What follows belongs to an exercise in optimizing a design on an open flow for small area, a short achievable clock period and few clock cycles per item; a production flow would make more cautious choices.

==> tundra: inputs <==
## ex_muldiv
module ex_muldiv
(
    input  logic            clk,
    input  logic            rst,
    input  logic [4:0]      ALUop_i,
    input  logic            signed_i,
    input  logic [ex_muldiv_pkg::XLEN-1:0] oprand1_i,
    input  logic [ex_muldiv_pkg::XLEN-1:0] oprand2_i,
    input  logic            flush_i,
    output logic            pauseRequest_o,
    output logic            valid_o,
    output logic [1:0]      writeHILO_o,
    output logic [ex_muldiv_pkg::XLEN-1:0] HI_o,
    output logic [ex_muldiv_pkg::XLEN-1:0] LO_o
);
clock: 12.0 ns
lec_check: 0
cap_margin: 20
core_margin: 2
core_utilization: 40
setup_slack_margin: 5
slew_margin: 20
run.sh (not shown) runs the stock make flow with config.mk's settings and CLKGATE_MAP_FILE= SYNTH_SCRIPT=/design/flow/synth_recipe.tcl, a recipe that flattens the netlist after the stock synthesis.
==> nickel: changes against tundra <==
--- a/flow/design.v
+++ b/flow/design.v
@@ -166,65 +166,60 @@
     logic [4:0]    cnt_d;
     logic [5:0]    lza_d, lzb_d;
     logic [3*ND-1:0] bc_d;
     logic [WA-1:0] acc_d;
     logic [WL-1:0] low_d;
     logic [WD-1:0] x_d;
+    logic [XL-1:0] neg_out;
+    assign neg_out = (acc_q[XL-1:0] ^ {XL{negr_q}}) + XL'(negr_q);
     always_comb begin
         busy_d = 1'b0;
         done_d = 1'b0;
         dsh_d  = 1'b0;
         gsel_d = (NG+1)'(1);
-        div_d  = div_q;
+        div_d  = is_div;
         last_d = win_last;
-        cin_d  = cin_q;
-        negq_d = negq_q;
-        negr_d = negr_q;
-        cnt_d  = cnt_q;
+        cin_d  = ~sb;
+        negq_d = is_div & ~dz & (sa ^ sb);
+        negr_d = is_div & sa & ~noq;
+        cnt_d  = cnt_q - 5'd1;
         lza_d  = lza;
         lzb_d  = lzb;
         bc_d   = bc_next;
-        acc_d  = acc_q;
+        acc_d  = is_div ? {{(WA-XL){1'b0}}, oprand1_i} : '0;
+        x_d    = is_div ? {{(WD-XL){sb}}, oprand2_i} : {{(WD-XL){sa}}, oprand1_i};
         low_d  = low_q;
-        x_d    = x_q;
+        low_d[XL-1:0] = dz ? '1 : '0;
         if (dsh_q) begin
             x_d    = ((x_q << 1) << {sh[5:1], 1'b0}) ^ {WD{cin_q}};
             cnt_d  = sh[5:1] + 5'd1;
+            acc_d  = {{(WA-XL){1'b0}}, neg_out};
             busy_d = 1'b1;
         end else if (busy_q && div_q) begin
             acc_d         = {{(WA-XL){1'b0}}, rem2};
             low_d[XL-1:0] = {low_q[XL-3:0], q1, q2};
             x_d           = {{2{x_q[WD-1]}}, x_q[WD-1:2]};
-            cnt_d         = cnt_q - 5'd1;
             if (cnt_q == 5'd1) done_d = 1'b1;
             else               busy_d = 1'b1;
         end else if (busy_q) begin
             acc_d = sum[WS-1:K];
+            low_d = low_q;
             for (int j = 0; j < NG; j++)
                 if (gsel_q[j+1]) low_d[K*j +: K] = sum[K-1:0];
             if (last_q) begin
                 done_d = 1'b1;
                 gsel_d = gsel_q;
             end else begin
                 busy_d = 1'b1;
                 gsel_d = gsel_q << 1;
             end
         end else if (is_op && !done_q) begin
-            div_d  = is_div;
-            negq_d = is_div & ~dz & (sa ^ sb);
-            negr_d = is_div & sa;
-            cin_d  = ~sb;
             if (is_div) begin
-                acc_d         = {{(WA-XL){1'b0}}, (oprand1_i ^ {XL{sa}}) + XL'(sa)};
-                x_d           = {{(WD-XL){sb}}, oprand2_i};
-                low_d[XL-1:0] = dz ? '1 : '0;
                 if (noq) done_d = 1'b1;
                 else     dsh_d  = 1'b1;
             end else begin
-                acc_d  = '0;
-                x_d    = {{(WD-XL){sa}}, oprand1_i};
                 busy_d = 1'b1;
                 gsel_d = gsel_q << 1;
             end
         end
         if (flush_i) begin
             busy_d = 1'b0;
@@ -266,13 +261,13 @@
         for (int j = 1; j <= NG; j++)
             prod = prod | ((({{(2*XL-WA){acc_q[WA-1]}}, acc_q} << (K*j))
                          | ((2*XL)'(low_q) & (((2*XL)'(1) << (K*j)) - (2*XL)'(1))))
                          & {(2*XL){gsel_q[j]}});
     end
     logic [XL-1:0] dhi, dlo;
-    assign dhi = (acc_q[XL-1:0] ^ {XL{negr_q}}) + XL'(negr_q);
+    assign dhi = neg_out;
     assign dlo = (low_q[XL-1:0] ^ {XL{negq_q}}) + XL'(negq_q);
     assign HI_o = div_q ? dhi : prod[2*XL-1:XL];
     assign LO_o = div_q ? dlo : prod[XL-1:0];
     assign pauseRequest_o = is_op & ~done_q;
     assign valid_o        = done_q;
     assign writeHILO_o    = {done_q, done_q};
==> flow/flow/run.sh (new file) <==
#!/bin/bash
set -euo pipefail
MARGIN=$(cat flow/margin.txt)
bash standard.sh SETUP_SLACK_MARGIN="$MARGIN" finish > standard_flow.log 2>&1
==> flow/flow/margin.txt (new file) <==
6.5
==> flow/standard.sh (new file) <==
#!/bin/bash
# synth_recipe.tcl (not shown) runs the flow's synth.tcl, then flattens the netlist and writes it again
# the make line also repeats each setting of config.mk as NAME=value (left out here)
make -C /OpenROAD-flow-scripts/flow DESIGN_CONFIG=/design/flow/config.mk WORK_HOME=/design/flow/orfs CLKGATE_MAP_FILE= SYNTH_SCRIPT=/design/flow/synth_recipe.tcl "${@:-finish}"
Settings changed: SETUP_SLACK_MARGIN 5 to not set.
removed: flow/run.sh
==> umber: changes against tundra <==
--- a/flow/design.v
+++ b/flow/design.v
@@ -166,65 +166,60 @@
     logic [4:0]    cnt_d;
     logic [5:0]    lza_d, lzb_d;
     logic [3*ND-1:0] bc_d;
     logic [WA-1:0] acc_d;
     logic [WL-1:0] low_d;
     logic [WD-1:0] x_d;
+    logic [XL-1:0] neg_out;
+    assign neg_out = (acc_q[XL-1:0] ^ {XL{negr_q}}) + XL'(negr_q);
     always_comb begin
         busy_d = 1'b0;
         done_d = 1'b0;
         dsh_d  = 1'b0;
         gsel_d = (NG+1)'(1);
-        div_d  = div_q;
+        div_d  = is_div;
         last_d = win_last;
-        cin_d  = cin_q;
-        negq_d = negq_q;
-        negr_d = negr_q;
-        cnt_d  = cnt_q;
+        cin_d  = ~sb;
+        negq_d = is_div & ~dz & (sa ^ sb);
+        negr_d = is_div & sa & ~noq;
+        cnt_d  = cnt_q - 5'd1;
         lza_d  = lza;
         lzb_d  = lzb;
         bc_d   = bc_next;
-        acc_d  = acc_q;
+        acc_d  = is_div ? {{(WA-XL){1'b0}}, oprand1_i} : '0;
+        x_d    = is_div ? {{(WD-XL){sb}}, oprand2_i} : {{(WD-XL){sa}}, oprand1_i};
         low_d  = low_q;
-        x_d    = x_q;
+        low_d[XL-1:0] = dz ? '1 : '0;
         if (dsh_q) begin
             x_d    = ((x_q << 1) << {sh[5:1], 1'b0}) ^ {WD{cin_q}};
             cnt_d  = sh[5:1] + 5'd1;
+            acc_d  = {{(WA-XL){1'b0}}, neg_out};
             busy_d = 1'b1;
         end else if (busy_q && div_q) begin
             acc_d         = {{(WA-XL){1'b0}}, rem2};
             low_d[XL-1:0] = {low_q[XL-3:0], q1, q2};
             x_d           = {{2{x_q[WD-1]}}, x_q[WD-1:2]};
-            cnt_d         = cnt_q - 5'd1;
             if (cnt_q == 5'd1) done_d = 1'b1;
             else               busy_d = 1'b1;
         end else if (busy_q) begin
             acc_d = sum[WS-1:K];
+            low_d = low_q;
             for (int j = 0; j < NG; j++)
                 if (gsel_q[j+1]) low_d[K*j +: K] = sum[K-1:0];
             if (last_q) begin
                 done_d = 1'b1;
                 gsel_d = gsel_q;
             end else begin
                 busy_d = 1'b1;
                 gsel_d = gsel_q << 1;
             end
         end else if (is_op && !done_q) begin
-            div_d  = is_div;
-            negq_d = is_div & ~dz & (sa ^ sb);
-            negr_d = is_div & sa;
-            cin_d  = ~sb;
             if (is_div) begin
-                acc_d         = {{(WA-XL){1'b0}}, (oprand1_i ^ {XL{sa}}) + XL'(sa)};
-                x_d           = {{(WD-XL){sb}}, oprand2_i};
-                low_d[XL-1:0] = dz ? '1 : '0;
                 if (noq) done_d = 1'b1;
                 else     dsh_d  = 1'b1;
             end else begin
-                acc_d  = '0;
-                x_d    = {{(WD-XL){sa}}, oprand1_i};
                 busy_d = 1'b1;
                 gsel_d = gsel_q << 1;
             end
         end
         if (flush_i) begin
             busy_d = 1'b0;
@@ -266,13 +261,13 @@
         for (int j = 1; j <= NG; j++)
             prod = prod | ((({{(2*XL-WA){acc_q[WA-1]}}, acc_q} << (K*j))
                          | ((2*XL)'(low_q) & (((2*XL)'(1) << (K*j)) - (2*XL)'(1))))
                          & {(2*XL){gsel_q[j]}});
     end
     logic [XL-1:0] dhi, dlo;
-    assign dhi = (acc_q[XL-1:0] ^ {XL{negr_q}}) + XL'(negr_q);
+    assign dhi = neg_out;
     assign dlo = (low_q[XL-1:0] ^ {XL{negq_q}}) + XL'(negq_q);
     assign HI_o = div_q ? dhi : prod[2*XL-1:XL];
     assign LO_o = div_q ? dlo : prod[XL-1:0];
     assign pauseRequest_o = is_op & ~done_q;
     assign valid_o        = done_q;
     assign writeHILO_o    = {done_q, done_q};
Settings changed: ABC_AREA set to 1.
==> qor summary <==
| metric | umber | tundra | nickel |
|---|---|---|---|
| Status | no timing/DRC/antenna violations | no timing/DRC/antenna violations | no timing/DRC/antenna violations |
| Fraction of area in multi-input gates | 68.1% | 69.0% | 68.8% |
| Routed metal-1 wirelength | 50800 um | 46900 um | 48900 um |
| Clock Skews | 0.0165 ns | 0.0151 ns | 0.0141 ns |
| Worst hold stages | 1 | 2 | 1 |
| Library cells used by synthesis | 70 | 110 | 100 |
| CP Buf/Inv Count | 2 | 6 | 9 |
| Peak per-stage delay on the critical path | 0.62 ns | 0.46 ns | 0.55 ns |
| GRT Total Usage | 34.7% | 29.3% | 33.6% |
| Chip width | 265 um | 273 um | 263 um |
| Met1 Resource Use GR | 45.6% | 38.9% | 45.0% |
| Post-detailed-placement half-perimeter wirelength | 98800 um | 83300 um | 82900 um |
| Post-DP Area | 29400 um^2 | 31000 um^2 | 29100 um^2 |
| Placed cell count | 5106 | 4599 | 4391 |
| Fraction of area in registers | 11.6% | 13.0% | 10.9% |
| Worst max-slew margin expressed relative to the limit | 24.4% | 30.4% | 20.0% |
| Met3 routed wirelength | 14700 um | 10500 um | 12800 um |
| Dominant cell type by area after synthesis | sky130_fd_sc_hd__nand2_1 | sky130_fd_sc_hd__edfxtp_1 | sky130_fd_sc_hd__xnor2_1 |
| Achievable clock frequency | 145 MHz | 144 MHz | 145 MHz |
| Non-clock buffers, area share | 6.56% | 9.20% | 11.6% |
| Length of routed met2 wiring | 52200 um | 51700 um | 52000 um |
| Via count of the first global-routing pass | 28600 | 27200 | 27400 |
No functional check of the RTL was part of any run of this note.

==> static timing again, ports no longer ideal <==
No port has a modelled driver above. Below, the same layouts with a new extraction and two added sets of constraints. Step 1 assumes that a clkbuf_16 drives the clock port and a buf_2 every other input. Step 2 moves the port delays by t, midway between the first and last clock arrival at a register: inputs arrive t later, outputs are due t later. That takes back most of the time a late clock gives input paths. Slacks: ideal ports / drivers / drivers and shift; pairs: ideal ports / drivers.
run	t, ns	slack for setup (ns)	hold slack, ns	worst setup path after step 2	pins driven straight from the clock port
tundra	0.558	5.068 / 5.054 / 4.619	0.585 / 0.585 / 0.585	input to register	1
nickel	0.558	5.125 / 5.125 / 4.985	0.499 / 0.499 / 0.499	input to register	1
umber	0.571	5.127 / 5.063 / 4.985	0.525 / 0.525 / 0.525	input to register	1
After both steps every run listed still meets setup and hold. For tundra, which loses most, drivers alone change the setup slack by -0.014 ns; drivers and shift together by -0.449 ns.
